From an optimization exercise on the open Yosys and OpenROAD flow, aimed at small area, a short achievable clock period and few clock cycles per item; shortcuts taken in it are not production practice.
Only simulation tests tie the RTL to the original design; equivalence was not proved.

==> flow/design.v, too long to show whole: its modules and the start of the top module <==
// module goc_cordic_cell: 41 lines
// module goc_tilt: 1415 lines
// module gravity_orientation_classifier_top: 266 lines
module gravity_orientation_classifier_top
#(
  parameter int unsigned FifoDepth = 16
) (
  input  logic               clk_i,
  input  logic               rst_ni,
  input  logic               psel,
  input  logic               penable,
  input  logic               pwrite,
  input  logic        [2:0]  paddr,
  input  logic        [31:0] pwdata,
  output logic        [31:0] prdata,
  output logic               pready,
  input  logic               in_valid_i,
  output logic               in_ready_o,
  input  logic signed [15:0] gravity_x_i,
  input  logic signed [15:0] gravity_y_i,
  input  logic signed [15:0] gravity_z_i,
  input  logic        [31:0] time_ms_i,
  input  logic               is_gravity_type_i,
  output logic               out_valid_o,
  input  logic               out_ready_i,
  output logic        [2:0]  orientation_o,
  output logic signed [9:0]  angle_deg_o,
  output logic               is_flat_o
);
  // ...
==> flow/flow/run.sh <==
#!/bin/bash
set -euo pipefail
export SETUP_SLACK_MARGIN=6.4
bash standard.sh > standard.log 2>&1
==> flow/standard.sh <==
#!/bin/bash
# synth_recipe.tcl (not shown) runs the flow's synth.tcl, then flattens the netlist and writes it again
# the make line also repeats each setting of config.mk as NAME=value (left out here)
make -C /OpenROAD-flow-scripts/flow DESIGN_CONFIG=/design/flow/config.mk WORK_HOME=/design/flow/orfs CLKGATE_MAP_FILE= SYNTH_SCRIPT=/design/flow/synth_recipe.tcl "${@:-finish}"
==> flow/config.mk <==
export PLATFORM = sky130hd
export DESIGN_NAME = gravity_orientation_classifier_top
export DESIGN_NICKNAME = gravity_orientation_classifier_top
export VERILOG_FILES = /design/flow/design.v
export SDC_FILE = /design/flow/constraint.sdc
export NUM_CORES = 4
export LEC_CHECK = 0
export CAP_MARGIN = 20
export CORE_MARGIN = 2
export CORE_UTILIZATION = 40
export SLEW_MARGIN = 20
==> flow/constraint.sdc <==
create_clock -name core_clock -period 10.0 [get_ports {clk_i}]
set_input_delay 2.0000 -clock core_clock [delete_from_list [all_inputs] [get_ports {clk_i}]]
set_output_delay 2.0000 -clock core_clock [all_outputs]
set_load 0.01 [all_outputs]
==> impl_metrics.toml, run 1 <==
[layout]
top_regs = "g_cell.u_cell.a_q (353), g_cell.u_cell.b_q (286), fd_q (135)"
multi_input_comb_area_um2 = 55400
largest_class = "multi-input combinational cells"
n_all_inverters = 714
layout_common_cells = "dfxtp_1 (1202), ha_1 (876), xnor2_1 (816)"

[clocking]
htreeDepth = 4
worstSkewPairLatency_ns = 0.84
cts_made_buffers = 167
post_cts_resize_count = 344

[yosys]
synth_ff_type = "dfxtp_1"
ys_top_cells_by_count = "dfxtp_1 (1256), ha_1 (899), xnor2_1 (829), inv_1 (701), nand2_1 (669)"
synth_adder_area_share_pct = 21.4
synth-edff-count = 148

[status]
status = "complete, no violations"

[global_route]
grt_busiest_layer = "met2"
grt_pass1_vias = 65600
grt_pass1_wl_mm = 337
grt_use_met1_pct = 21.5

[floorplanning]
ioPinCount = 172
floorplan.initialDensity_pct = 40.1
tapCellCount = 2975

[sta]
finalWorstSetupSlack_ns = 6.30
finalMaxSlewViolations = 0

[drt]
drtPass1Iterations = 5
ant_nets = 0
drc = 0

[place]
placed_cell_area_um2 = 93700
placed_cells = 12100

[worst_setup_path]
reg2reg_to = "g_cell[8].u_cell.a_q[28]"
r2r_slack_ns = 6.30
r2r_start = "g_cell[7].u_cell.b_q[24]"
cp.depth = 15
criticalPathCategory = "reg2reg"

[power_and_ir_drop]
Testbench counts, summed over its fixed seeds: cycles 2,703, items 1,797.
==> inputs of run 2 (changes only) <==
--- a/flow/design.v
+++ b/flow/design.v
@@ -1458,23 +1458,55 @@
   assign c_245 = c_179 ^ c_114 ^ c_178;
   assign c_246 = (c_179 & c_114) | (c_179 & c_178) | (c_114 & c_178);
   assign c_247 = c_181 ^ c_116 ^ c_180;
   assign c_248 = (c_181 & c_116) | (c_181 & c_180) | (c_116 & c_180);
   assign c_249 = c_183 ^ c_118 ^ c_182;
   assign c_250 = (c_183 & c_118) | (c_183 & c_182) | (c_118 & c_182);
   assign c_251 = c_g3_34 ^ c_184;
   assign c_252 = c_g3_34 & c_184;
-  logic [36:0] cmp_s_q, cmp_c_q, cmp;
+  logic [36:0] cmp_s, cmp_c, cmp_x;
+  logic [8:0] grp_g, grp_p, grp_g_q, grp_p_q;
+  logic top_q, carry;
+  assign cmp_s = {1'b1, c_252, c_251, c_249, c_247, c_245, c_243, c_241, c_239, c_237, c_235, c_233, c_231, c_229, c_227, c_225, c_223, c_221, c_219, c_217, c_215, c_213, c_211, c_209, c_207, c_205, c_203, c_201, c_199, c_197, c_195, c_193, c_191, c_189, c_187, c_185, v_q[0]};
+  assign cmp_c = {1'b0, 1'b0, c_250, c_248, c_246, c_244, c_242, c_240, c_238, c_236, c_234, c_232, c_230, c_228, c_226, c_224, c_222, c_220, c_218, c_216, c_214, c_212, c_210, c_208, c_206, c_204, c_202, c_200, c_198, c_196, c_194, c_192, c_190, c_188, c_186, 1'b1, c_g0_0};
+  assign cmp_x = cmp_s ^ cmp_c;
+  logic [36:0] g, pp;
+  always_comb begin
+    g = cmp_s & cmp_c;
+    pp = cmp_x;
+    grp_g[0] = g[3] | (pp[3] & (g[2] | (pp[2] & (g[1] | (pp[1] & (g[0]))))));
+    grp_p[0] = pp[3] & pp[2] & pp[1] & pp[0];
+    grp_g[1] = g[7] | (pp[7] & (g[6] | (pp[6] & (g[5] | (pp[5] & (g[4]))))));
+    grp_p[1] = pp[7] & pp[6] & pp[5] & pp[4];
+    grp_g[2] = g[11] | (pp[11] & (g[10] | (pp[10] & (g[9] | (pp[9] & (g[8]))))));
+    grp_p[2] = pp[11] & pp[10] & pp[9] & pp[8];
+    grp_g[3] = g[15] | (pp[15] & (g[14] | (pp[14] & (g[13] | (pp[13] & (g[12]))))));
+    grp_p[3] = pp[15] & pp[14] & pp[13] & pp[12];
+    grp_g[4] = g[19] | (pp[19] & (g[18] | (pp[18] & (g[17] | (pp[17] & (g[16]))))));
+    grp_p[4] = pp[19] & pp[18] & pp[17] & pp[16];
+    grp_g[5] = g[23] | (pp[23] & (g[22] | (pp[22] & (g[21] | (pp[21] & (g[20]))))));
+    grp_p[5] = pp[23] & pp[22] & pp[21] & pp[20];
+    grp_g[6] = g[27] | (pp[27] & (g[26] | (pp[26] & (g[25] | (pp[25] & (g[24]))))));
+    grp_p[6] = pp[27] & pp[26] & pp[25] & pp[24];
+    grp_g[7] = g[31] | (pp[31] & (g[30] | (pp[30] & (g[29] | (pp[29] & (g[28]))))));
+    grp_p[7] = pp[31] & pp[30] & pp[29] & pp[28];
+    grp_g[8] = g[35] | (pp[35] & (g[34] | (pp[34] & (g[33] | (pp[33] & (g[32]))))));
+    grp_p[8] = pp[35] & pp[34] & pp[33] & pp[32];
+  end
+  always_comb begin
+    carry = 1'b0;
+    for (int q = 0; q < 9; q++) carry = grp_g_q[q] | (grp_p_q[q] & carry);
+  end
   logic flat_q;
-  assign cmp = cmp_s_q + cmp_c_q;
   always_ff @(posedge clk_i) begin
-    cmp_s_q <= {1'b1, c_252, c_251, c_249, c_247, c_245, c_243, c_241, c_239, c_237, c_235, c_233, c_231, c_229, c_227, c_225, c_223, c_221, c_219, c_217, c_215, c_213, c_211, c_209, c_207, c_205, c_203, c_201, c_199, c_197, c_195, c_193, c_191, c_189, c_187, c_185, v_q[0]};
-    cmp_c_q <= {1'b0, 1'b0, c_250, c_248, c_246, c_244, c_242, c_240, c_238, c_236, c_234, c_232, c_230, c_228, c_226, c_224, c_222, c_220, c_218, c_216, c_214, c_212, c_210, c_208, c_206, c_204, c_202, c_200, c_198, c_196, c_194, c_192, c_190, c_188, c_186, 1'b1, c_g0_0};
-    flat_q  <= !cmp[36];
+    grp_g_q <= grp_g;
+    grp_p_q <= grp_p;
+    top_q   <= cmp_x[36];
+    flat_q  <= !(top_q ^ carry);
   end
   assign flat_o = flat_q;
 endmodule
 import goc_pkg::*;
 module gravity_orientation_classifier_top
 #(
   parameter int unsigned FifoDepth = 16
 ) (
==> flow/flow/run.sh (replaced) <==
#!/bin/bash
set -euo pipefail
export SETUP_SLACK_MARGIN=6.2
bash standard.sh > standard.log 2>&1
--- a/flow/config.mk
+++ b/flow/config.mk
@@ -3,9 +3,11 @@
 export DESIGN_NICKNAME = gravity_orientation_classifier_top
 export VERILOG_FILES = /design/flow/design.v
 export SDC_FILE = /design/flow/constraint.sdc
 export NUM_CORES = 4
 export LEC_CHECK = 0
 export CAP_MARGIN = 20
 export CORE_MARGIN = 2
 export CORE_UTILIZATION = 40
+export CTS_CLUSTER_DIAMETER = 80
+export CTS_CLUSTER_SIZE = 24
 export SLEW_MARGIN = 20
==> impl_metrics.toml, run 2 <==
[drt]
num_vias = 62900
drt_iter0_markers = 2960
drtPass1Iterations = 7
ant_nets = 0
drt_wl_total_mm = 201
wl_per_cell_um = 16.4
via_per_inst = 5.12
drc = 0

[worst_setup_path]
worstSetupStartpointType = "input port"
path_max_fanout = 3
cp.arrival_ns = 4.53
r2r_start = "ys0_q[14]"
worstSetupStartpoint = "time_ms_i[18]"
crit_path_end = "tm0_q[28]"
cpPeakStageDelay_ns = 0.40
cp_common_cell = "or3_4"
r2r_cells = 9
cp_slowest_cell = "or3_4"
reg2reg_to = "u_tilt.ha_q[15]"
r2r_slack_ns = 6.24
end_kind = "flip-flop"
path_cells = "buf_8 > nor3_4 > nand2b_4 > or3_4 > or3_4 > or3_4 > or3_4 > buf_6 > a211oi_4 > o41ai_4 > xnor2_1"
criticalPathCategory = "in2reg"
required_ns = 10.64

[layout]
nets = 10700
top_regs = "g_cell.u_cell.a_q (353), g_cell.u_cell.b_q (286), fd_q (135)"
regMostFlops = "g_cell.u_cell.a_q"
fin_cells = 12300
final_area_um2 = 98900
layout_common_cells = "dfxtp_1 (1161), ha_1 (883), xnor2_1 (835)"
final_common_cell = "dfxtp_1"
largest_reg_flops = 353
syn2layout_area_growth_pct = 12.3
drive_above_1_share_pct = 8.57

[status]
status = "complete, no violations"

[global_route]
grt_use_met1_pct = 20.9
grt_pass1_vias = 63500
grt_pass1_wl_mm = 323
grt_usage_pct = 17.6
antenna_found_initial = 6
grt_busiest_layer = "met2"
overflow = 0
met3_usage_pct = 2.30
use_met2_pct = 32.4
grt_max_degree = 62

[yosys]
yosys_warnings = 70
ys_top_cells_by_count = "dfxtp_1 (1203), ha_1 (899), xnor2_1 (844), inv_1 (726), nand2_1 (683)"
yosysTopAreaCell = "dfxtp_1"
yosys-top-cells-area = "dfxtp_1 (27%), ha_1 (13%), fa_1 (8.8%)"
synthCells = 9140
yosysSeqAreaShare_pct = 35.0
syn_area_um2 = 88000
synth-edff-count = 148
yosysMostFrequentCell = "dfxtp_1"
synth_area_per_cell_um2 = 9.63
synth_top_area_share_pct = 27.4
ys_ff_latch = 1442
synth_ff_type = "dfxtp_1"
async_reset_ff_share_pct = 6.31
ys_types = 101

[worst_hold_path]
hp-class = "reg2reg"
worstHoldStart = "g_cell[2].u_cell.sig_q[2]"

[clocking]
clock_path_buffers = 3
cts-root-buf = "clkbuf_16"
clkSinkCount = 1442
cts_made_buffers = 96
path_clk_slew_ns = 0.09
htreeDepth = 3
cts_tree = "done"
worstSkewPairLatency_ns = 0.78

[sta]
fin_skew_ns = 0.0645
hold-worst-slack_ns = 0.315
max-slew-margin-rel_pct = 28.0
post-route-min-period_ns = 3.89
fin_crit_sh_pct = 38.9
max_freq_mhz = 257
finalMaxSlewViolations = 0
worst_slew_pin_slew_ns = 1.08
finalHoldViolations = 0
rsz0062_at_grt = "yes"
setup_tns_ns = 0
finalSetupViolCount = 0

[floorplanning]
die_y_um = 473
die_w_um = 473
ioPinCount = 172
die-area_um2 = 224000
floorplan.initialDensity_pct = 40.1
core_um2 = 219000
rows = 172

[place]
placed_cell_area_um2 = 92600
placed_cells = 12000
gp_congestion = 0.886
port-buffer-count = 136
dp_hpwl_mm = 154

[run]
drv_cap = 0
run 2: cells by family (layout without fill, tap and decap cells):
logic type,after synthesis,count (layout),synth area share (%)
compound gates,1676,1676,12.1
xor+xnor,1278,1278,12.7
other cells,2,22,0.00853
buf+inv,982,1228,4.28
flops,1442,1442,35.0
fa+ha+maj,1288,1288,21.6
mux,117,117,1.54
simple gates,2355,2358,12.7
run 2: repair_timing:
item	in CTS	in global routing
endpoints found under the setup margin	221	220
hold buffers	0	0
buffers inserted	48	78
gates cloned	1	10
pin swaps	31	71
gates resized for setup	194	235
run 2: critical path: cells and delay by family:
family,cells,cell delay (ns)
xor+xnor,1,0.15
compound gates,2,0.40
simple gates,6,1.73
buf+inv,2,0.24
run 2: routing by layer:
metal	vias to the layer above	part of all wire [%]
met2	1041	51
li1	31300	-
met4	0	3.5
met3	360	3.7
met5	-	0
met1	30200	42
run 2: worst min-delay path by stage:
stage                     cells after the start                          end
after floorplan                               0  g_cell[13].u_cell.sig_q[12]
after global placement                        0                    xpos_p[3]
after detailed placement                      0   g_cell[11].u_cell.sig_q[2]
after CTS                                     0    g_cell[3].u_cell.sig_q[2]
after global routing                          0    g_cell[3].u_cell.sig_q[2]
final                                         0    g_cell[3].u_cell.sig_q[2]
run 2: cell type report:
cell class	count	area [um2]
multi-input combinational	6734	54900
clock inverter	70	1020
tap	2871	3590
timing repair buffer	311	3010
antenna	5	12.5
clock buffer	108	2480
fill	20700	120000
inverter	739	2900
sequential	1442	30900
run 2: per-stage QoR:
step / util (%) / setup WS [ns]
final: 45.1 / 6.11
after global routing: 45.1 / 6.05
after CTS: 44.3 / 6.04
after detailed placement: 42.2 / 4.68
after global placement: 42.2 / 4.65
after floorplan: - / 5.66
Testbench counts of run 2, summed over its fixed seeds: cycles 2,703, items 1,797.
==> inputs of run 3 (changes only) <==
--- a/flow/config.mk
+++ b/flow/config.mk
@@ -10,4 +10,4 @@
 export CORE_UTILIZATION = 40
-export CTS_CLUSTER_DIAMETER = 80
-export CTS_CLUSTER_SIZE = 24
+export CTS_CLUSTER_DIAMETER = 100
+export CTS_CLUSTER_SIZE = 30
 export SLEW_MARGIN = 20
==> impl_metrics.toml, run 3 <==
[status]
status = "complete, no violations"

[worst_setup_path]
crit_path_end = "tm0_q[28]"
cp_common_cell = "or3_4"
criticalPathCategory = "in2reg"
r2r_slack_ns = 6.27
r2r_cells = 9
cp_slowest_cell = "or3_4"
cpPeakStageDelay_ns = 0.41
reg2reg_to = "u_tilt.ha_q[15]"
worstSetupStartpointType = "input port"
cp.arrival_ns = 4.48
path_cells = "clkdlybuf4s15_1 > nand2b_4 > or3_4 > or3_4 > or3_4 > or3_4 > buf_12 > a211oi_4 > o41ai_4 > xnor2_1"
path_max_fanout = 3
required_ns = 10.62
worstSetupStartpoint = "time_ms_i[19]"
end_kind = "flip-flop"
r2r_start = "ys0_q[14]"

[yosys]
synthCells = 9140
ys_ff_latch = 1442
async_reset_ff_share_pct = 6.31
synth_ff_type = "dfxtp_1"
yosysMostFrequentCell = "dfxtp_1"
synth_adder_area_share_pct = 21.6
yosysTopAreaCell = "dfxtp_1"
synth-edff-count = 148
synth_area_per_cell_um2 = 9.63
syn_area_um2 = 88000
yosys-top-cells-area = "dfxtp_1 (27%), ha_1 (13%), fa_1 (8.8%)"
synth_compound_area_share_pct = 12.1
yosysSeqAreaShare_pct = 35.0
synth_top_area_share_pct = 27.4
ys_types = 101
synth_xor_xnor_area_share_pct = 12.7
synthMuxAreaShare_pct = 1.54
yosys_warnings = 70
ys_top_cells_by_count = "dfxtp_1 (1203), ha_1 (899), xnor2_1 (844), inv_1 (726), nand2_1 (683)"
yosys.area_share.simple_pct = 12.7
synth_top_family_by_area = "adder cells"

[drt]
num_vias = 62500
drtPass1Iterations = 5
wl_per_cell_um = 16.4
drc = 0
via_per_inst = 5.12
drt_iter0_markers = 2913
drt_wl_total_mm = 200
ant_nets = 0

[layout]
syn2layout_area_growth_pct = 10.7
nets = 10700
fin_cells = 12200
final_common_cell = "dfxtp_1"
layout_common_cells = "dfxtp_1 (1161), ha_1 (884), xnor2_1 (837)"
regMostFlops = "g_cell.u_cell.a_q"
fillers = 20800
largest_reg_flops = 353
drive_above_1_share_pct = 7.59
top_regs = "g_cell.u_cell.a_q (353), g_cell.u_cell.b_q (286), fd_q (135)"

[sta]
max_freq_mhz = 259
finalMaxSlewViolations = 0
rsz0062_at_grt = "yes"
post-route-min-period_ns = 3.86
worst_slew_pin_slew_ns = 1.06
setup_tns_ns = 0
finalSetupViolCount = 0
fin_crit_sh_pct = 38.6
finalHoldViolations = 0
max-slew-margin-rel_pct = 29.6
fin_skew_ns = 0.0498

[clocking]
htreeDepth = 3
cts_made_buffers = 68
ctsHoldBuffers = 0
cts-root-buf = "clkbuf_16"
clock_path_buffers = 3
clkSinkCount = 1442
cts_tree = "done"
worstSkewPairLatency_ns = 0.76
path_clk_slew_ns = 0.11

[place]
port-buffer-count = 136
dp_hpwl_mm = 154
gp_congestion = 0.886
placed_cells = 12000

[global_route]
grt_pass1_wl_mm = 322
antenna_found_initial = 9
grt_max_degree = 59
grt_pass1_vias = 63300
grt_usage_pct = 17.5
overflow = 0

[floorplanning]
die-area_um2 = 224000
die_w_um = 473
ioPinCount = 172
core_um2 = 219000
die_y_um = 473
floorplan.initialDensity_pct = 40.1
rows = 172

[run]
drv_cap = 0

[worst_hold_path]
hp-class = "reg2reg"
-- run 3: cell count changes in the layout (fill, tap and decap cells not counted), moves of 3 or more --
| cell | delta |
|---|---|
| clkbuf_16 | -26 |
| buf_4 | -18 |
| clkinv_4 | -11 |
| clkinv_8 | -7 |
| inv_8 | -6 |
| buf_6 | -4 |
| clkinv_16 | -4 |
| clkinvlp_4 | -4 |
| a21oi_1 | +3 |
| a21oi_2 | -3 |
| o311ai_1 | +3 |
-- run 3: cell families after synthesis --
kind of cell,Yosys count
simple gates,2355
compound gates,1676
flops,1442
fa+ha+maj,1288
xor+xnor,1278
buf+inv,982
mux,117
other cells,2
-- run 3: what timing repair did --
action | 4_1_cts | 5_1_grt
cloned | 2 | 8
setup buffers | 50 | 55
setup endpoints to repair | 222 | 183
pin swaps | 33 | 62
gates resized for setup | 204 | 209
-- run 3: routing by layer --
| layer | wire length, um | up-vias | share of wire, % | global-route usage [%] |
|---|---|---|---|---|
| met5 | 13 | - | 0.0065 | 0 |
| met4 | 7160 | 2 | 3.6 | 5.80 |
| met3 | 7030 | 354 | 3.5 | 2.22 |
| met2 | 101000 | 970 | 51 | 32.2 |
| met1 | 84300 | 30100 | 42 | 20.8 |
| li1 | - | 31100 | - | - |
-- run 3: worst max-delay path, delay by kind of cell --
| kind | cells | cell delay (ns) |
|---|---|---|
| simple gates | 5 | 1.59 |
| compound gates | 2 | 0.36 |
| buf+inv | 2 | 0.38 |
| xor+xnor | 1 | 0.15 |
-- run 3: how the worst min path moves through the flow --
stage,end,cells past startpoint,slack [ns],from
global placement,xpos_p[3],0,0.31,xpos_p[2]
CTS,g_cell[12].u_cell.sig_q[10],0,0.33,g_cell[11].u_cell.sig_q[10]
finish,g_cell[12].u_cell.sig_q[10],0,0.33,g_cell[11].u_cell.sig_q[10]
detailed placement,g_cell[11].u_cell.sig_q[2],0,0.31,g_cell[10].u_cell.sig_q[2]
floorplan,g_cell[13].u_cell.sig_q[12],0,0.31,g_cell[12].u_cell.sig_q[12]
global route,g_cell[12].u_cell.sig_q[11],0,0.33,g_cell[11].u_cell.sig_q[11]
-- run 3: final cells by class --
type	count	area [um2]	share of cell area (%)
multi-input combinational	6733	54800	56.3
sequential	1442	30900	31.7
tap	2871	3590	3.69
inverter	739	2890	2.97
timing repair buffer	290	2860	2.93
clock buffer	83	1820	1.87
clock inverter	34	526	0.539
antenna	3	7.51	0.00770
-- run 3: stage by stage --
| stage | instance area [um2] | worst slack [ns] | hold WS, ns | utilization [%] |
|---|---|---|---|---|
| 5_1_grt | 97400 | 6.12 | 0.335 | 44.4 |
| 4_1_cts | 96000 | 6.06 | 0.330 | 43.8 |
| 3_3_place_gp | 92600 | 4.65 | 0.310 | 42.2 |
| 3_5_place_dp | 92600 | 4.68 | 0.312 | 42.2 |
| 2_1_floorplan | 88300 | 5.66 | 0.310 | - |
| 6_report | 97400 | 6.14 | 0.327 | 44.4 |
==> inputs of run 4 (changes only) <==
--- a/flow/config.mk
+++ b/flow/config.mk
@@ -7,2 +7,3 @@
 export LEC_CHECK = 0
+export ABC_AREA = 1
 export CAP_MARGIN = 20
==> impl_metrics.toml, run 4 <==
[status]
status = "complete, no violations"

[global_route]
grt_usage_pct = 17.2
grt_busiest_layer = "met2"
grt_use_met1_pct = 21.5
met3_usage_pct = 1.77
grt_pass1_vias = 63100
grt_pass1_wl_mm = 317
overflow = 0
grt_max_degree = 65
antenna_found_initial = 5
use_met2_pct = 31.2

[worst_setup_path]
path_cells = "clkdlybuf4s50_1"
required_ns = 8.00
cpPeakStageDelay_ns = 0.56
path_delay_family = "buffers and inverters"
worstSetupStartpointType = "flip-flop"
r2r_cells = 10
criticalPathCategory = "reg2out"
cp_slowest_cell = "clkdlybuf4s50_1"
worstSetupStartpoint = "fv_q[0]"
r2r_start = "xs0_q[13]"
path_max_fanout = 5
r2r_slack_ns = 6.31
crit_path_end = "out_valid_o"
reg2reg_to = "u_tilt.ha_q[14]"
cp.arrival_ns = 1.70
path_buf_inv = 1
cp.depth = 1
end_kind = "primary output"

[place]
placed_cell_area_um2 = 91900
port-buffer-count = 136
gp_congestion = 0.884
dp_hpwl_mm = 152

[sta]
rsz0062_at_grt = "yes"
worst_slew_pin_slew_ns = 1.04
finalSetupViolCount = 0
max_freq_mhz = 270
fin_crit_sh_pct = 37.0
setup_tns_ns = 0
post-route-min-period_ns = 3.70
finalHoldViolations = 0
fin_skew_ns = 0.0458
finalMaxSlewViolations = 0
max-slew-margin-rel_pct = 30.5

[yosys]
yosysMostFrequentCell = "nand2_1"
yosysSeqAreaShare_pct = 35.2
synth_top_area_share_pct = 27.5
synth-edff-count = 148
synth_ff_type = "dfxtp_1"
ys_ff_latch = 1442
syn_area_um2 = 87500
async_reset_ff_share_pct = 6.31
ys_top_cells_by_count = "nand2_1 (1760), inv_1 (1315), dfxtp_1 (1203), ha_1 (899), xor2_1 (780)"
synth_area_per_cell_um2 = 8.83
synthCells = 9903
ys_types = 82
yosys-top-cells-area = "dfxtp_1 (28%), ha_1 (13%), fa_1 (8.9%)"
yosysTopAreaCell = "dfxtp_1"
yosys_warnings = 70

[clocking]
ctsHoldBuffers = 0
cts_made_buffers = 70
clock_path_buffers = 3
htreeDepth = 3
path_clk_slew_ns = 0.10
cts-root-buf = "clkbuf_16"
clkSinkCount = 1442
cts_tree = "done"
worstSkewPairLatency_ns = 0.74

[worst_hold_path]
hp-class = "reg2reg"

[layout]
top_regs = "g_cell.u_cell.a_q (353), g_cell.u_cell.b_q (286), fd_q (135)"
fillers = 20900
nets = 11400
final_common_cell = "nand2_1"
syn2layout_area_growth_pct = 9.18
final_area_um2 = 95500
regMostFlops = "g_cell.u_cell.a_q"
largest_reg_flops = 353
drive_above_1_share_pct = 5.11
layout_common_cells = "nand2_1 (1745), inv_1 (1308), dfxtp_1 (1169)"

[run]
drv_cap = 0

[floorplanning]
die_y_um = 472
floorplan.initialDensity_pct = 40.3
rows = 171
die_w_um = 472
core_um2 = 217000
die-area_um2 = 222000
ioPinCount = 172

[drt]
drt_iter0_markers = 3269
drc = 0
drtPass1Iterations = 6
ant_nets = 0
via_per_inst = 4.87
wl_per_cell_um = 15.1
num_vias = 62700
drt_wl_total_mm = 194
## run 4: changes by cell type in the layout (fill, tap and decap cells not counted), moves of 91 or more
cell / previous run / this run
nand3_1: 165 / 312
nor2_1: 639 / 447
nor2b_1: 91 / 0
xor2_1: 433 / 773
xnor2_1: 837 / 521
mux2_2: 94 / 0
nand2_1: 679 / 1745
and3_1: 96 / 2
and2_1: 135 / 3
a21oi_1: 440 / 677
a21o_1: 181 / 27
nand2b_1: 109 / 0
nor3_1: 166 / 59
inv_1: 704 / 1308
## run 4: worst min path at each step
stage / startpoint / endpoint / slack, ns / depth (start not counted)
6_report: g_cell[2].u_cell.sig_q[1] / g_cell[3].u_cell.sig_q[1] / 0.32 / 0
5_1_grt: g_cell[2].u_cell.sig_q[1] / g_cell[3].u_cell.sig_q[1] / 0.31 / 0
4_1_cts: g_cell[2].u_cell.sig_q[1] / g_cell[3].u_cell.sig_q[1] / 0.31 / 0
3_5_place_dp: g_cell[2].u_cell.sig_q[1] / g_cell[3].u_cell.sig_q[1] / 0.31 / 0
3_3_place_gp: g_cell[8].u_cell.sig_q[8] / g_cell[9].u_cell.sig_q[8] / 0.31 / 0
2_1_floorplan: flat_p[13] / flat_e / 0.31 / 0
## run 4: repair_timing
action,CTS,global route
setup buffers,10,34
endpoints found under the setup margin,77,269
pin swaps,8,41
gates cloned,0,3
resized for setup,63,162
## run 4: layer usage
metal / part of all wire (%) / wire [um]
met5: 0 / 0
met3: 3.4 / 6620
met4: 2.7 / 5190
met1: 44 / 85300
met2: 50 / 96900
## run 4: through the flow
| step | setup slack, ns | hold WS [ns] | std cells | utilization (%) |
|---|---|---|---|---|
| final | 6.30 | 0.317 | 12900 | 44.0 |
| after global routing | 6.09 | 0.311 | 12900 | 44.0 |
| after global placement | 4.88 | 0.310 | 12700 | 42.3 |
| after CTS | 6.21 | 0.313 | 12800 | 43.6 |
| after detailed placement | 4.84 | 0.312 | 12700 | 42.3 |
| after floorplan | 5.84 | 0.310 | 9918 | - |
## run 4: logic make-up after synthesis
family	after synthesis	synth area share, %
AOI/OAI and AO/OA	1506	9.80
xor gates and xnor gates	1306	13.1
adders and majority gates	1288	21.8
buffers and inverters	1579	6.93
DFF	1442	35.2
muxes	1	0.0114
other	2	0.00859
and+or+nand+nor	2779	13.1
## run 4: cell type report
cell class                      count  area [um2]  share of cell area (%)
Antenna cell                        2        5.00                 0.00524
Clock buffer                       84        1910                    2.00
Clock inverter                     34         616                   0.645
Inverter                         1334        5040                    5.28
Multi-Input combinational cell   6897       51200                    53.6
Sequential cell                  1442       30900                    32.3
Tap cell                         2854        3570                    3.74
Timing Repair Buffer              232        2290                    2.40
==> inputs of run 5 (changes only) <==
==> flow/flow/run.sh (replaced) <==
#!/bin/bash
set -euo pipefail
export SETUP_SLACK_MARGIN=6.4
bash standard.sh > standard.log 2>&1
==> impl_metrics.toml, run 5 <==
[status]
status = "complete, no violations"

[yosys]
yosys_warnings = 70
syn_area_um2 = 87500
ys_ff_latch = 1442
synth_ff_type = "dfxtp_1"
async_reset_ff_share_pct = 6.31
ys_top_cells_by_count = "nand2_1 (1760), inv_1 (1315), dfxtp_1 (1203), ha_1 (899), xor2_1 (780)"
yosys-top-cells-area = "dfxtp_1 (28%), ha_1 (13%), fa_1 (8.9%)"
ys_types = 82
yosysTopAreaCell = "dfxtp_1"
yosysSeqAreaShare_pct = 35.2
synth-edff-count = 148
synth_top_area_share_pct = 27.5
synth_area_per_cell_um2 = 8.83
yosysMostFrequentCell = "nand2_1"
synthCells = 9903

[layout]
layout_common_cells = "nand2_1 (1728), inv_1 (1293), dfxtp_1 (1156)"
final_area_um2 = 96600
final_common_cell = "nand2_1"
n_antenna_cell = 0
syn2layout_area_growth_pct = 10.4
regMostFlops = "g_cell.u_cell.a_q"
largest_reg_flops = 353
nets = 11500
drive_above_1_share_pct = 6.92
final_util_pct = 44.5
top_regs = "g_cell.u_cell.a_q (353), g_cell.u_cell.b_q (286), fd_q (135)"

[worst_setup_path]
path_max_fanout = 4
r2r_start = "ys0_q[9]"
required_ns = 10.65
end_kind = "flip-flop"
cp.arrival_ns = 4.29
r2r_slack_ns = 6.48
worstSetupStartpoint = "time_ms_i[1]"
worstSetupStartpointType = "input port"
criticalPathCategory = "in2reg"

[sta]
rsz0062_at_grt = "yes"
worst_slew_pin_slew_ns = 1.12
fin_skew_ns = 0.0259
post-route-min-period_ns = 3.64
finalMaxSlewViolations = 0
finalHoldViolations = 0
setup_tns_ns = 0
fin_crit_sh_pct = 36.4
max_freq_mhz = 275
max-slew-margin-rel_pct = 25.5
finalSetupViolCount = 0

[drt]
via_per_inst = 4.88
wl_per_cell_um = 15.1
drt_iter0_markers = 3637
drt_wl_total_mm = 196
drtPass1Iterations = 5
num_vias = 63200
drc = 0
ant_nets = 0

[floorplanning]
core_um2 = 217000
die-area_um2 = 222000
die_y_um = 472
floorplan.initialDensity_pct = 40.3
rows = 171
ioPinCount = 172
die_w_um = 472

[worst_hold_path]
worstHoldStart = "g_cell[8].u_cell.sig_q[7]"
hp-class = "reg2reg"

[global_route]
use_met2_pct = 31.2
overflow = 0
grt_max_degree = 57
grt_pass1_vias = 63400
grt_pass1_wl_mm = 318
grt_use_met1_pct = 21.7
met3_usage_pct = 1.79
grt_busiest_layer = "met2"
grt_usage_pct = 17.3
antenna_found_initial = 3

[place]
port-buffer-count = 136
dp_hpwl_mm = 151
gp_congestion = 0.868
placed_cell_area_um2 = 91900

[clocking]
cts_made_buffers = 67
cts-root-buf = "clkbuf_16"
htreeDepth = 3
path_clk_slew_ns = 0.11
worstSkewPairLatency_ns = 0.72
clkSinkCount = 1442
clock_path_buffers = 3
cts_tree = "done"
ctsHoldBuffers = 0

[run]
drv_cap = 0
==> run 5: cell counts after synthesis <==
Identical to the previous run, type by type.
==> run 5: routing by layer <==
layer	routed length, um	part of all wire [%]	vias to the layer above
met3	7280	3.7	253
li1	-	-	32100
met4	4440	2.3	0
met2	98300	50	1078
met5	0	0	-
met1	86000	44	29800
==> run 5: cell families (layout without fill, tap and decap cells) <==
family / Yosys count / in the layout / synth area share, %
xor gates and xnor gates: 1306 / 1306 / 13.1
muxes: 1 / 1 / 0.0114
buffers and inverters: 1579 / 1759 / 6.93
other: 2 / 17 / 0.00859
and+or+nand+nor: 2779 / 2780 / 13.1
adders and majority gates: 1288 / 1288 / 21.8
DFF: 1442 / 1442 / 35.2
AOI/OAI and AO/OA: 1506 / 1506 / 9.80
==> run 5: path summary, 6_finish.rpt <==
kind,endpoint,depth (start not counted)
worst min register to register,g_cell[9].u_cell.sig_q[7],0
max in group asynchronous,last_q[10],2
worst max-delay path,tm0_q[29],18
worst max register to register,u_tilt.ha_q[18],8
min in group asynchronous,last_q[31],1
worst min-delay path,g_cell[9].u_cell.sig_q[7],0
==> run 5: critical path, cell delays in order <==
cell and delay [ns]:
clkbuf_2 0.11, ha_2 0.26, nand3b_1 0.10, nand2_2 0.09, a21boi_4 0.18, o21ai_2 0.09
a21oi_2 0.19, o21bai_2 0.12, a21boi_2 0.18, nor2_2 0.07, a21boi_2 0.15, inv_1 0.06
nand2_2 0.09, nand2_4 0.06, nor2_4 0.18, nand2_2 0.09, nor2_2 0.12, xor2_1 0.14
==> run 5: repair_timing <==
action,4_1_cts,5_1_grt
pin swaps,26,88
resized for setup,182,243
setup endpoints to repair,400,335
setup buffers,26,97
hold endpoints to repair,0,0
cloned,1,10
==> run 5: per-stage QoR <==
stage | cells | hold WS [ns] | worst slack [ns]
global route | 13000 | 0.336 | 6.20
detailed placement | 12700 | 0.312 | 4.80
floorplan | 9918 | 0.310 | 5.84
CTS | 12800 | 0.331 | 6.37
finish | 13000 | 0.327 | 6.36
global placement | 12700 | 0.311 | 4.76
==> run 5: area by class of cell <==
cell class | instances | area, um2
fillers | 20900 | 121000
inverters | 1334 | 5060
flip-flops and latches | 1442 | 30900
repair buffers | 313 | 3080
clock buffers | 81 | 1790
clock inverters | 30 | 449
repair inverters | 1 | 5.00
multi-input cells | 6898 | 51700
well taps | 2854 | 3570
==> module gravity_orientation_classifier_top, before the edit <==
module gravity_orientation_classifier_top
#(
  parameter int unsigned FifoDepth = 16
) (
  input  logic               clk_i,
  input  logic               rst_ni,
  input  logic               psel,
  input  logic               penable,
  input  logic               pwrite,
  input  logic        [2:0]  paddr,
  input  logic        [31:0] pwdata,
  output logic        [31:0] prdata,
  output logic               pready,
  input  logic               in_valid_i,
  output logic               in_ready_o,
  input  logic signed [15:0] gravity_x_i,
  input  logic signed [15:0] gravity_y_i,
  input  logic signed [15:0] gravity_z_i,
  input  logic        [31:0] time_ms_i,
  input  logic               is_gravity_type_i,
  output logic               out_valid_o,
  input  logic               out_ready_i,
  output logic        [2:0]  orientation_o,
  output logic signed [9:0]  angle_deg_o,
  output logic               is_flat_o
);
  localparam int unsigned NCell = 13;    
  localparam int unsigned CW = 5;        
  localparam int unsigned FlatStage = 4;
  function automatic logic signed [25:0] atan_sum0(input logic [4:0] s);
    atan_sum0 = (s[4] ? (s[3] ? (s[2] ? (s[1] ? (s[0] ? -26'sd6155706 : -26'sd12053946) : (s[0] ? -26'sd9637640 : -26'sd15535880)) : (s[1] ? (s[0] ? -26'sd7995464 : -26'sd13893704) : (s[0] ? -26'sd11477398 : -26'sd17375638))) : (s[2] ? (s[1] ? (s[0] ? -26'sd7089596 : -26'sd12987836) : (s[0] ? -26'sd10571530 : -26'sd16469770)) : (s[1] ? (s[0] ? -26'sd8929354 : -26'sd14827594) : (s[0] ? -26'sd12411288 : -26'sd18309528)))) : (s[3] ? (s[2] ? (s[1] ? (s[0] ? 26'sd5640774 : -26'sd257466) : (s[0] ? 26'sd2158840 : -26'sd3739400)) : (s[1] ? (s[0] ? 26'sd3801016 : -26'sd2097224) : (s[0] ? 26'sd319082 : -26'sd5579158))) : (s[2] ? (s[1] ? (s[0] ? 26'sd4706884 : -26'sd1191356) : (s[0] ? 26'sd1224950 : -26'sd4673290)) : (s[1] ? (s[0] ? 26'sd2867126 : -26'sd3031114) : (s[0] ? -26'sd614808 : -26'sd6513048)))));
  endfunction
  function automatic logic signed [25:0] atan_sum1(input logic [3:0] s);
    atan_sum1 = (s[3] ? (s[2] ? (s[1] ? (s[0] ? 26'sd879368 : 26'sd410610) : (s[0] ? 26'sd644760 : 26'sd176002)) : (s[1] ? (s[0] ? 26'sd762036 : 26'sd293278) : (s[0] ? 26'sd527428 : 26'sd58670))) : (s[2] ? (s[1] ? (s[0] ? 26'sd820698 : 26'sd351940) : (s[0] ? 26'sd586090 : 26'sd117332)) : (s[1] ? (s[0] ? 26'sd703366 : 26'sd234608) : (s[0] ? 26'sd468758 : 26'sd0))));
  endfunction
  function automatic logic signed [25:0] atan_sum2(input logic [3:0] s);
    atan_sum2 = (s[3] ? (s[2] ? (s[1] ? (s[0] ? 26'sd55004 : 26'sd25668) : (s[0] ? 26'sd40336 : 26'sd11000)) : (s[1] ? (s[0] ? 26'sd47670 : 26'sd18334) : (s[0] ? 26'sd33002 : 26'sd3666))) : (s[2] ? (s[1] ? (s[0] ? 26'sd51338 : 26'sd22002) : (s[0] ? 26'sd36670 : 26'sd7334)) : (s[1] ? (s[0] ? 26'sd44004 : 26'sd14668) : (s[0] ? 26'sd29336 : 26'sd0))));
  endfunction
  function automatic logic signed [25:0] atan_sum3(input logic [2:0] s);
    atan_sum3 = (s[2] ? (s[1] ? (s[0] ? 26'sd3208 : 26'sd1374) : (s[0] ? 26'sd2292 : 26'sd458)) : (s[1] ? (s[0] ? 26'sd2750 : 26'sd916) : (s[0] ? 26'sd1834 : 26'sd0)));
  endfunction
  function automatic logic [2:0] orient_of(input logic [9:0] angle);
    logic [8:0] d;
    d = angle[8:0];
    if (angle[9]) orient_of = ORIENT_INVALID;
    else if (d <= 9'd30 || d >= 9'd330) orient_of = ORIENT_ROT0;
    else if (d >= 9'd60 && d <= 9'd120) orient_of = ORIENT_ROT90;
    else if (d >= 9'd150 && d <= 9'd210) orient_of = ORIENT_ROT180;
    else if (d >= 9'd240 && d <= 9'd300) orient_of = ORIENT_ROT270;
    else orient_of = ORIENT_INVALID;
  endfunction
  logic [15:0] min_q;
  logic [3:0]  ratio_q;
  logic        cfg_wr;
  assign pready = 1'b1;
  assign cfg_wr = psel && penable && pwrite;
  always_ff @(posedge clk_i) begin
    prdata <= paddr[2] ? {28'b0, ratio_q} : {16'b0, min_q};
  end
  always_ff @(posedge clk_i or negedge rst_ni) begin
    if (!rst_ni) begin
      min_q   <= MinIntervalReset;
      ratio_q <= TiltRatioReset;
    end else if (cfg_wr) begin
      if (paddr[2]) ratio_q <= pwdata[3:0];
      else          min_q   <= pwdata[15:0];
    end
  end
  logic        in_rdy_q, in_acc, v0_q;
  logic [15:0] xs0_q, ys0_q, zs0_q;
  logic [31:0] t0_q;
  logic [32:0] tm0_q;    
  logic        g0_q;
  assign in_ready_o = in_rdy_q;
  assign in_acc = in_valid_i && in_rdy_q;
  always_ff @(posedge clk_i) begin
    xs0_q <= {gravity_x_i[15], gravity_x_i[14:0] ^ {15{gravity_x_i[15]}}};
    ys0_q <= {gravity_y_i[15], gravity_y_i[14:0] ^ {15{gravity_y_i[15]}}};
    zs0_q <= {gravity_z_i[15], gravity_z_i[14:0] ^ {15{gravity_z_i[15]}}};
    t0_q  <= time_ms_i;
    tm0_q <= {1'b0, time_ms_i} - {17'b0, min_q};
    g0_q  <= is_gravity_type_i;
  end
  logic               pass, take;
  logic [31:0]        last_q;
  logic               t_ge, tm_ge;
  logic               xpos, yzero, sig0;
  logic [16:0]        a1;
  logic signed [16:0] b1;
  assign t_ge   = t0_q >= last_q;
  assign tm_ge  = tm0_q[31:0] >= last_q;
  assign pass   = t_ge ? (!tm0_q[32] && tm_ge) : (!tm0_q[32] || tm_ge);
  assign take   = v0_q && pass && g0_q;
  always_comb begin
    xpos = !xs0_q[15] && (xs0_q[14:0] != 15'd0);
    yzero = !ys0_q[15] && (ys0_q[14:0] == 15'd0);
    sig0 = xpos ? (ys0_q[15] || yzero) : !ys0_q[15];
    a1 = 17'(xs0_q[14:0]) + 17'(ys0_q[14:0]) + 17'(xs0_q[15]) + 17'(ys0_q[15]);
    b1 = sig0 ? $signed(17'(ys0_q[14:0]) + ~{2'b00, xs0_q[14:0]} + 17'(ys0_q[15]) + 17'(!xs0_q[15]))
              : $signed(17'(xs0_q[14:0]) + ~{2'b00, ys0_q[14:0]} + 17'(xs0_q[15]) + 17'(!ys0_q[15]));
  end
  logic [AW-1:0]        a_p [NCell+1];
  logic signed [BW-1:0] b_p [NCell+1];
  logic [15:0]          s_p [NCell+1];
  logic                 xpos_p [NCell+1];
  logic                 flat_p [NCell+1];
  logic [NCell:0]       v_p;
  logic                 flat_t;
  always_ff @(posedge clk_i) begin
    a_p[0]    <= {a1, 14'b0};
    b_p[0]    <= BW'($signed({b1, 14'b0}));
    s_p[0]    <= {15'b0, sig0};
    xpos_p[0] <= xpos;
  end
  logic [3:0] ratio_c;
  always_ff @(posedge clk_i) begin
    ratio_c <= ratio_q;
  end
  goc_tilt u_tilt (
    .clk_i   (clk_i),
    .x_i     (xs0_q),
    .y_i     (ys0_q),
    .z_i     (zs0_q),
    .ratio_i (ratio_c),
    .flat_o  (flat_t)
  );
  for (genvar k = 1; k <= NCell; k++) begin : g_cell
    goc_cordic_cell #(
      .Step (k),
      .BWI  (BWidth[k*8 +: 8]),
      .BWO  (BWidth[(k+1)*8 +: 8])
    ) u_cell (
      .clk_i (clk_i),
      .a_i   (a_p[k-1]),
      .b_i   (b_p[k-1]),
      .sig_i (s_p[k-1]),
      .a_o   (a_p[k]),
      .b_o   (b_p[k]),
      .sig_o (s_p[k])
    );
  end
  always_ff @(posedge clk_i) begin
    for (int k = 1; k <= NCell; k++) begin
      xpos_p[k] <= xpos_p[k-1];
      flat_p[k] <= (k == FlatStage) ? flat_t : flat_p[k-1];
    end
  end
  assign flat_p[0] = 1'b0;
  localparam int unsigned BW14 = BWidth[14*8 +: 8];
  logic signed [25:0]   pa_q, p1_q, v_lo, v_hi;
  logic signed [9:0]    w_q;    
  logic                 zero_e, flat_e, v_e1;
  logic signed [BW14-1:0] b14, db14, b15;
  logic                 pos14, pos15;
  always_ff @(posedge clk_i) begin
    pa_q <= atan_sum0({xpos_p[NCell-2], s_p[NCell-2][3:0]}) + atan_sum1(s_p[NCell-2][7:4]);
    p1_q <= pa_q + atan_sum2(s_p[NCell-1][11:8]);
  end
  always_comb begin
    b14   = b_p[NCell][BW14-1:0];
    pos14 = !b14[BW14-1];
    db14  = BW14'(a_p[NCell] >> 14);
    b15   = b14 + (db14 ^ {BW14{pos14}}) + BW14'(pos14);
    pos15 = !b15[BW14-1];
    v_lo  = p1_q + atan_sum3({pos14, s_p[NCell][13:12]});
    v_hi  = v_lo + 26'sd230;
  end
  always_ff @(posedge clk_i) begin
    w_q    <= pos15 ? v_hi[25:16] : v_lo[25:16];
    zero_e <= (a_p[NCell][AW-1:14] == '0);    
    flat_e <= flat_p[NCell];
  end
  logic signed [10:0] d_raw, d;
  logic [8:0]         word;    
  always_comb begin
    d_raw = 11'sd90 - 11'(w_q);
    d = d_raw;
    if (d_raw < 0) d = d_raw + 11'sd360;
    else if (d_raw >= 11'sd360) d = d_raw - 11'sd360;
    if (zero_e) d = 11'sd270;
    if (flat_e) word = 9'h1FF;
    else        word = d[8:0];
  end
  logic [CW-1:0] cred_q, cred_b, cred_d;
  logic          drop_q, pop, push;
  logic          rdy_00, rdy_01, rdy_10, rdy_11, rdy_d;
  always_comb begin
    cred_b = cred_q - CW'(drop_q);
    rdy_00 = cred_b < CW'(FifoDepth);
    rdy_01 = cred_b < CW'(FifoDepth + 1);
    rdy_10 = cred_b < CW'(FifoDepth - 1);
    rdy_11 = rdy_00;
    case ({in_acc && is_gravity_type_i, pop})
      2'b10:   begin cred_d = cred_b + 1'b1; rdy_d = rdy_10; end
      2'b01:   begin cred_d = cred_b - 1'b1; rdy_d = rdy_01; end
      2'b11:   begin cred_d = cred_b;        rdy_d = rdy_11; end
      default: begin cred_d = cred_b;        rdy_d = rdy_00; end
    endcase
  end
  always_ff @(posedge clk_i or negedge rst_ni) begin
    if (!rst_ni) begin
      v0_q     <= 1'b0;
      v_p      <= '0;
      v_e1     <= 1'b0;
      drop_q   <= 1'b0;
      last_q   <= '0;
      cred_q   <= '0;
      in_rdy_q <= 1'b1;
    end else begin
      v0_q     <= in_acc;
      v_p      <= {v_p[NCell-1:0], take};
      v_e1     <= v_p[NCell];
      drop_q   <= v0_q && g0_q && !pass;
      if (v0_q && pass) last_q <= t0_q;
      cred_q   <= cred_d;
      in_rdy_q <= rdy_d;
    end
  end
  logic [FifoDepth:0] fv_q;
  logic [8:0]         fd_q [1:FifoDepth-1];
  logic [9:0]         hd_q;
  logic [2:0]         fo_q;
  logic [8:0]         head_w;
  logic               head_ld;
  assign push = v_e1;
  assign pop = fv_q[0] && out_ready_i;
  always_ff @(posedge clk_i or negedge rst_ni) begin
    if (!rst_ni) begin
      fv_q <= '0;
    end else begin
      for (int j = 0; j < FifoDepth; j++) begin
        if (pop) fv_q[j] <= push ? fv_q[j] : fv_q[j+1];
        else     fv_q[j] <= fv_q[j] || (push && (j == 0 || fv_q[j-1]));
      end
      fv_q[FifoDepth] <= 1'b0;
    end
  end
  function automatic logic [9:0] angle_of(input logic [8:0] w);
    angle_of = (w == 9'h1FF) ? 10'h3FF : {1'b0, w};
  endfunction
  always_comb begin
    head_ld = 1'b1;
    head_w = word;
    if (push && (pop ? (fv_q[0] && !fv_q[1]) : !fv_q[0])) head_w = word;
    else if (pop) head_w = fd_q[1];
    else head_ld = 1'b0;
  end
  always_ff @(posedge clk_i) begin
    if (head_ld) begin
      hd_q <= angle_of(head_w);
      fo_q <= orient_of(angle_of(head_w));
    end
    for (int j = 1; j < FifoDepth; j++) begin
      if (push && (pop ? (fv_q[j] && !fv_q[j+1])
                       : (!fv_q[j] && fv_q[j-1]))) begin
        fd_q[j] <= word;
      end else if (pop && j + 1 < FifoDepth) begin
        fd_q[j] <= fd_q[j+1];
      end
    end
  end
  assign out_valid_o   = fv_q[0];
  assign orientation_o = fo_q;
  assign angle_deg_o   = hd_q;
  assign is_flat_o     = hd_q[9];
endmodule
==> inputs of run 6 (changes only) <==
--- a/flow/design.v
+++ b/flow/design.v
@@ -1657,4 +1657,5 @@
   localparam int unsigned BW14 = BWidth[14*8 +: 8];
-  logic signed [25:0]   pa_q, p1_q, v_lo, v_hi;
+  logic signed [25:0]   pa_q, p1_q, v_lo;
   logic signed [9:0]    w_q;    
+  logic                 inc_q;  
   logic                 zero_e, flat_e, v_e1;
@@ -1673,6 +1674,6 @@
     v_lo  = p1_q + atan_sum3({pos14, s_p[NCell][13:12]});
-    v_hi  = v_lo + 26'sd230;
   end
   always_ff @(posedge clk_i) begin
-    w_q    <= pos15 ? v_hi[25:16] : v_lo[25:16];
+    w_q    <= v_lo[25:16];
+    inc_q  <= pos15 && (v_lo[15:0] >= 16'd65306);
     zero_e <= (a_p[NCell][AW-1:14] == '0);    
@@ -1683,3 +1684,3 @@
   always_comb begin
-    d_raw = 11'sd90 - 11'(w_q);
+    d_raw = 11'sd90 - 11'(w_q) - 11'(inc_q);
     d = d_raw;
@@ -1748,2 +1749,3 @@
   endfunction
+  logic [2:0] head_o;
   always_comb begin
@@ -1751,5 +1753,12 @@
     head_w = word;
-    if (push && (pop ? (fv_q[0] && !fv_q[1]) : !fv_q[0])) head_w = word;
-    else if (pop) head_w = fd_q[1];
-    else head_ld = 1'b0;
+    head_o = orient_of(angle_of(word));
+    if (push && (pop ? (fv_q[0] && !fv_q[1]) : !fv_q[0])) begin
+      head_w = word;
+      head_o = orient_of(angle_of(word));
+    end else if (pop) begin
+      head_w = fd_q[1];
+      head_o = orient_of(angle_of(fd_q[1]));
+    end else begin
+      head_ld = 1'b0;
+    end
   end
@@ -1758,3 +1767,3 @@
       hd_q <= angle_of(head_w);
-      fo_q <= orient_of(angle_of(head_w));
+      fo_q <= head_o;
     end
==> flow/flow/run.sh (replaced) <==
#!/bin/bash
set -euo pipefail
export SETUP_SLACK_MARGIN=6.0
bash standard.sh > standard.log 2>&1
--- a/flow/config.mk
+++ b/flow/config.mk
@@ -7,3 +7,2 @@
 export LEC_CHECK = 0
-export ABC_AREA = 1
 export CAP_MARGIN = 20
==> impl_metrics.toml, run 6 <==
[layout]
layout_common_cells = "dfxtp_1 (1161), ha_1 (894), xnor2_1 (794)"
top_regs = "g_cell.u_cell.a_q (353), g_cell.u_cell.b_q (286), fd_q (135)"
final_common_cell = "dfxtp_1"
syn2layout_area_growth_pct = 9.41
final_util_pct = 44.0
largest_reg_flops = 353
drive_above_1_share_pct = 5.98
final_area_um2 = 96600
fin_cells = 12200
regMostFlops = "g_cell.u_cell.a_q"
nets = 10700

[worst_hold_path]
hp-class = "reg2reg"
worstHoldStart = "g_cell[11].u_cell.sig_q[10]"

[global_route]
grt_pass1_wl_mm = 318
grt_pass1_vias = 62600
grt_max_degree = 63
antenna_found_initial = 4
grt_usage_pct = 17.1
overflow = 0

[yosys]
synth_area_per_cell_um2 = 9.59
yosysSeqAreaShare_pct = 34.9
synth_top_family_by_area = "adder cells"
yosysMostFrequentCell = "dfxtp_1"
synthCells = 9207
yosys.area_share.simple_pct = 12.8
synth-edff-count = 148
synth_xor_xnor_area_share_pct = 12.6
yosys-top-cells-area = "dfxtp_1 (27%), ha_1 (13%), fa_1 (8.8%)"
synth_compound_area_share_pct = 12.5
synthMuxAreaShare_pct = 1.11
synth_ff_type = "dfxtp_1"
synth_top_area_share_pct = 27.3
syn_area_um2 = 88300
ys_ff_latch = 1443
async_reset_ff_share_pct = 6.31
yosysTopAreaCell = "dfxtp_1"
yosys_warnings = 70
ys_top_cells_by_count = "dfxtp_1 (1204), ha_1 (907), xnor2_1 (797), inv_1 (712), nand2_1 (703)"
ys_types = 110
synth_adder_area_share_pct = 21.7

[clocking]
cts_made_buffers = 69
cts-root-buf = "clkbuf_16"
clock_path_buffers = 3
path_clk_slew_ns = 0.11
htreeDepth = 3
clkSinkCount = 1443
worstSkewPairLatency_ns = 0.76
cts_tree = "done"

[worst_setup_path]
cp.arrival_ns = 4.47
path_max_fanout = 9
worstSetupStartpoint = "inc_q"
worstSetupStartpointType = "flip-flop"
criticalPathCategory = "reg2reg"
r2r_start = "inc_q"
required_ns = 10.52
end_kind = "flip-flop"

[sta]
finalMaxSlewViolations = 0
rsz0062_at_grt = "yes"
fin_skew_ns = 0.0380
finalHoldViolations = 0
finalSetupViolCount = 0
setup_tns_ns = 0
post-route-min-period_ns = 3.95
max_freq_mhz = 253
worst_slew_pin_slew_ns = 1.02
max-slew-margin-rel_pct = 31.3
fin_crit_sh_pct = 39.5

[place]
placed_cell_area_um2 = 92600
placed_cells = 12000
gp_congestion = 0.867
dp_hpwl_mm = 150
port-buffer-count = 136

[floorplanning]
floorplan.initialDensity_pct = 40.2
die_y_um = 474
core_um2 = 220000
die-area_um2 = 224000
rows = 172
ioPinCount = 172
die_w_um = 474

[run]
drv_cap = 0

[drt]
num_vias = 62200
wl_per_cell_um = 16.0
drt_iter0_markers = 2947
drt_wl_total_mm = 195
via_per_inst = 5.10
drtPass1Iterations = 5
drc = 0
ant_nets = 0

[status]
status = "complete, no violations"
run 6: path summary, 6_finish.rpt:
check                      slack, ns  depth (start not counted)                          end
setup / recovery                6.05                         17                      fo_q[2]
min in group asynchronous       1.19                          1                   last_q[31]
max in group asynchronous       7.61                          2                       v_p[7]
hold reg to reg                 0.32                          0  g_cell[12].u_cell.sig_q[10]
hold / removal                  0.32                          0  g_cell[12].u_cell.sig_q[10]
setup reg to reg                6.05                         17                      fo_q[2]
run 6: cell type report:
class / count / area [um2]
diodes: 2 / 5.00
clock buffers: 80 / 1810
clock inverters: 38 / 523
fillers: 21000 / 123000
inverters: 728 / 2810
multi-input cells: 6798 / 54600
flip-flops and latches: 1443 / 30900
well taps: 2871 / 3590
repair buffers: 239 / 2300
run 6: what timing repair did:
| action | CTS | global route |
|---|---|---|
| pin swaps | 18 | 37 |
| hold endpoints to repair | 0 | 0 |
| gates resized for setup | 106 | 151 |
| gates cloned | 2 | 2 |
| endpoints found under the setup margin | 167 | 164 |
| buffers inserted | 30 | 35 |
| hold buffers | 0 | 0 |
run 6: cell families after synthesis:
group / after synthesis
compound gates: 1739
fa+ha+maj: 1298
flops: 1443
simple gates: 2388
buf+inv: 982
xor+xnor: 1271
mux: 84
other cells: 2
run 6: per-stage QoR:
stage	worst slack [ns]	hold WS (ns)
floorplan	5.74	0.310
global placement	4.51	0.310
detailed placement	4.41	0.312
CTS	5.98	0.324
global route	5.89	0.323
finish	6.05	0.319
run 6: worst max-delay path, stage by stage, from the launching register on:
cell      delay, ns
dfxtp_1        0.32
inv_1          0.05
ha_2           0.18
ha_4           0.14
inv_2          0.04
fa_2           0.40
and3_2         0.32
o211ai_4       0.28
xnor2_4        0.23
and2_4         0.23
o31a_1         0.16
o41ai_2        0.11
a221oi_4       0.33
buf_6          0.17
and4_1         0.25
o32ai_4        0.11
o41a_1         0.17
a32o_1         0.24
run 6: metal layers:
metal | track usage, % | up-vias | share of wire, %
met5 | 0 | - | 0
li1 | - | 31200 | -
met2 | 29.3 | 986 | 48
met4 | 5.65 | 0 | 3.3
met3 | 1.79 | 331 | 3.2
met1 | 22.4 | 29700 | 46
Testbench counts of run 6, summed over its fixed seeds: cycles 2,703, items 1,797.
==> inputs of run 7 (changes only) <==
==> flow/flow/run.sh (replaced) <==
#!/bin/bash
set -euo pipefail
export SETUP_SLACK_MARGIN=6.2
bash standard.sh > standard.log 2>&1
--- a/flow/config.mk
+++ b/flow/config.mk
@@ -7,2 +7,3 @@
 export LEC_CHECK = 0
+export ABC_AREA = 1
 export CAP_MARGIN = 20
==> impl_metrics.toml, run 7 <==
[worst_setup_path]
required_ns = 10.63
criticalPathCategory = "in2reg"
path_delay_family = "compound AO/OA/AOI/OAI gates"
path_max_fanout = 5
r2r_slack_ns = 6.34
worstSetupStartpoint = "time_ms_i[6]"
cp.arrival_ns = 4.33
cpPeakStageDelay_ns = 0.42
r2r_start = "xs0_q[11]"
cp.depth = 12
worstSetupStartpointType = "input port"
crit_path_end = "tm0_q[27]"
end_kind = "flip-flop"
path_buf_inv = 2
r2r_cells = 9
cp_slowest_cell = "clkdlybuf4s50_1"
path_cells = "clkdlybuf4s50_1 > ha_1 > a21oi_1 > o21ai_2 > a21boi_2 > o21ai_2 > a21boi_2 > o21ai_2 > a21boi_2 > buf_4 > nand4_1 > xnor2_1"
reg2reg_to = "u_tilt.ha_q[14]"

[clocking]
clock_path_buffers = 3
htreeDepth = 3
path_clk_slew_ns = 0.11
cts_tree = "done"
ctsHoldBuffers = 0
clkSinkCount = 1443
worstSkewPairLatency_ns = 0.74
cts-root-buf = "clkbuf_16"
cts_made_buffers = 67

[yosys]
synth_top_family_by_area = "adder cells"
synth_ff_type = "dfxtp_1"
yosys-top-cells-area = "dfxtp_1 (27%), ha_1 (13%), fa_1 (8.9%)"
synth_adder_area_share_pct = 21.7
synthMuxAreaShare_pct = 0
ys_top_cells_by_count = "nand2_1 (1863), inv_1 (1288), dfxtp_1 (1204), ha_1 (907), xor2_1 (758)"
yosysMostFrequentCell = "nand2_1"
yosysSeqAreaShare_pct = 35.0
ys_ff_latch = 1443
yosysTopAreaCell = "dfxtp_1"
synth-edff-count = 148
syn_area_um2 = 88100
synth_top_area_share_pct = 27.4
synth_xor_xnor_area_share_pct = 12.9
synth_compound_area_share_pct = 10.0
ys_types = 78
async_reset_ff_share_pct = 6.31
synth_area_per_cell_um2 = 8.80
synthCells = 10000
yosys.area_share.simple_pct = 13.5
yosys_warnings = 70

[layout]
final_common_cell = "nand2_1"
drive_above_1_share_pct = 4.74
layout_common_cells = "nand2_1 (1843), inv_1 (1285), dfxtp_1 (1173)"
top_regs = "g_cell.u_cell.a_q (353), g_cell.u_cell.b_q (286), fd_q (135)"
multi_input_comb_area_um2 = 51700
nets = 11500
fillers = 21300
largest_reg_flops = 353
seqCellArea_um2 = 30900
syn2layout_area_growth_pct = 8.23
fin_cells = 13000
regMostFlops = "g_cell.u_cell.a_q"

[place]
dp_hpwl_mm = 155
placed_cells = 12800
gp_congestion = 0.867
port-buffer-count = 136
dpl_worst_slack_ns = 4.51

[drt]
drtPass1Iterations = 6
num_vias = 63500
drt_wl_total_mm = 197
drc = 0
wl_per_cell_um = 15.2
drt_iter0_markers = 3430
ant_nets = 0
via_per_inst = 4.90

[status]
status = "complete, no violations"

[sta]
fin_crit_sh_pct = 37.0
finalHoldViolations = 0
post-route-min-period_ns = 3.70
max_freq_mhz = 270
finalSetupViolCount = 0
rsz0062_at_grt = "yes"
worst_slew_pin_slew_ns = 1.06
fin_skew_ns = 0.0419
hold-worst-slack_ns = 0.321
finalWorstSetupSlack_ns = 6.30
finalMaxSlewViolations = 0
setup_tns_ns = 0
max-slew-margin-rel_pct = 29.3

[run]
drv_cap = 0

[global_route]
antenna_found_initial = 4
overflow = 0
grt_max_degree = 77
grt_usage_pct = 17.4
grt_pass1_wl_mm = 321
grt_pass1_vias = 64300

[floorplanning]
ioPinCount = 172
floorplan.initialDensity_pct = 40.2
die_w_um = 473
rows = 172
die-area_um2 = 224000
core_um2 = 219000
die_y_um = 473

[worst_hold_path]
hp-class = "reg2reg"
-- run 7: what timing repair did --
| action | in CTS | in global routing |
|---|---|---|
| setup endpoints to repair | 292 | 212 |
| resized for setup | 40 | 109 |
| setup buffers | 10 | 16 |
| gates cloned | 0 | 1 |
| pin swaps | 6 | 13 |
-- run 7: worst min-delay path by stage --
stage / slack, ns / cells after the start / start / to
6_report: 0.32 / 0 / flat_p[7] / flat_p[8]
5_1_grt: 0.34 / 0 / g_cell[7].u_cell.sig_q[4] / g_cell[8].u_cell.sig_q[4]
4_1_cts: 0.33 / 0 / g_cell[7].u_cell.sig_q[4] / g_cell[8].u_cell.sig_q[4]
3_5_place_dp: 0.31 / 0 / g_cell[10].u_cell.sig_q[5] / g_cell[11].u_cell.sig_q[5]
3_3_place_gp: 0.31 / 0 / g_cell[9].u_cell.sig_q[4] / g_cell[10].u_cell.sig_q[4]
2_1_floorplan: 0.31 / 0 / flat_p[13] / flat_e
-- run 7: cell type report --
type,instances,area share (%)
repair buffers,207,2.07
clock inverters,33,0.477
clock buffers,79,1.88
inverters,1318,5.23
multi-input cells,7021,54.2
flip-flops and latches,1443,32.4
well taps,2871,3.77
diodes,1,0.00262
-- run 7: kinds of logic after synthesis --
family / Yosys count
XOR/XNOR: 1294
adder cells (fa/ha/maj): 1297
other: 2
buffers and inverters: 1571
AO/OA/AOI/OAI: 1566
flip-flops: 1443
AND/OR/NAND/NOR: 2846
-- run 7: layer usage --
layer / global-route usage, % / wire [um] / vias up
met3: 1.95 / 6830 / 312
li1: - / - / 32300
met4: 5.60 / 6060 / 2
met2: 31.4 / 97200 / 1050
met5: 0 / 9 / -
met1: 21.4 / 86900 / 29900
-- run 7: per-stage QoR --
| stage | cell area (um2) | util (%) |
|---|---|---|
| after detailed placement | 92500 | 42.2 |
| after global placement | 92500 | 42.2 |
| after floorplan | 88300 | - |
| final | 95400 | 43.5 |
| after global routing | 95400 | 43.5 |
| after CTS | 94900 | 43.3 |

afterwards: timing with drivers on the ports:
Ports are ideal in the flow. The routed layouts listed here were re-timed in OpenROAD.
Step 1, drivers: a clkbuf_16 drives clk_i and a buf_2 each remaining input, both assumed.
Step 2 moves the port delays by t, midway between the first and last clock arrival at a register: inputs arrive t later, outputs are due t later. That takes back most of the time a late clock gives input paths.
a / b / c = no drivers / after step 1 / after step 2; a / b = the first two.
run | t (ns) | slack for setup (ns) | worst setup path at the end | worst register clock-pin slew, ns | pins driven straight from the clock port
run 1 | 0.907 | 6.297 / 6.297 / 5.398 | input to register | 0.06 / 0.06 | 1
run 2 | 0.830 | 6.115 / 6.160 / 5.331 | input to register | 0.10 / 0.10 | 1
run 3 | 0.821 | 6.141 / 6.155 / 5.335 | input to register | 0.12 / 0.12 | 1
run 4 | 0.795 | 6.297 / 6.197 / 5.402 | input to register | 0.12 / 0.12 | 1
run 5 | 0.792 | 6.362 / 6.360 / 5.567 | input to register | 0.12 / 0.12 | 1
run 6 | 0.817 | 6.051 / 6.045 / 5.282 | input to register | 0.12 / 0.12 | 1
run 7 | 0.801 | 6.300 / 6.264 / 5.544 | input to register | 0.12 / 0.12 | 1
After both steps setup and hold are still met in every run listed. The setup slack of run 1, which loses most, moves by 0.000 ns with the drivers and by -0.899 ns with both steps.
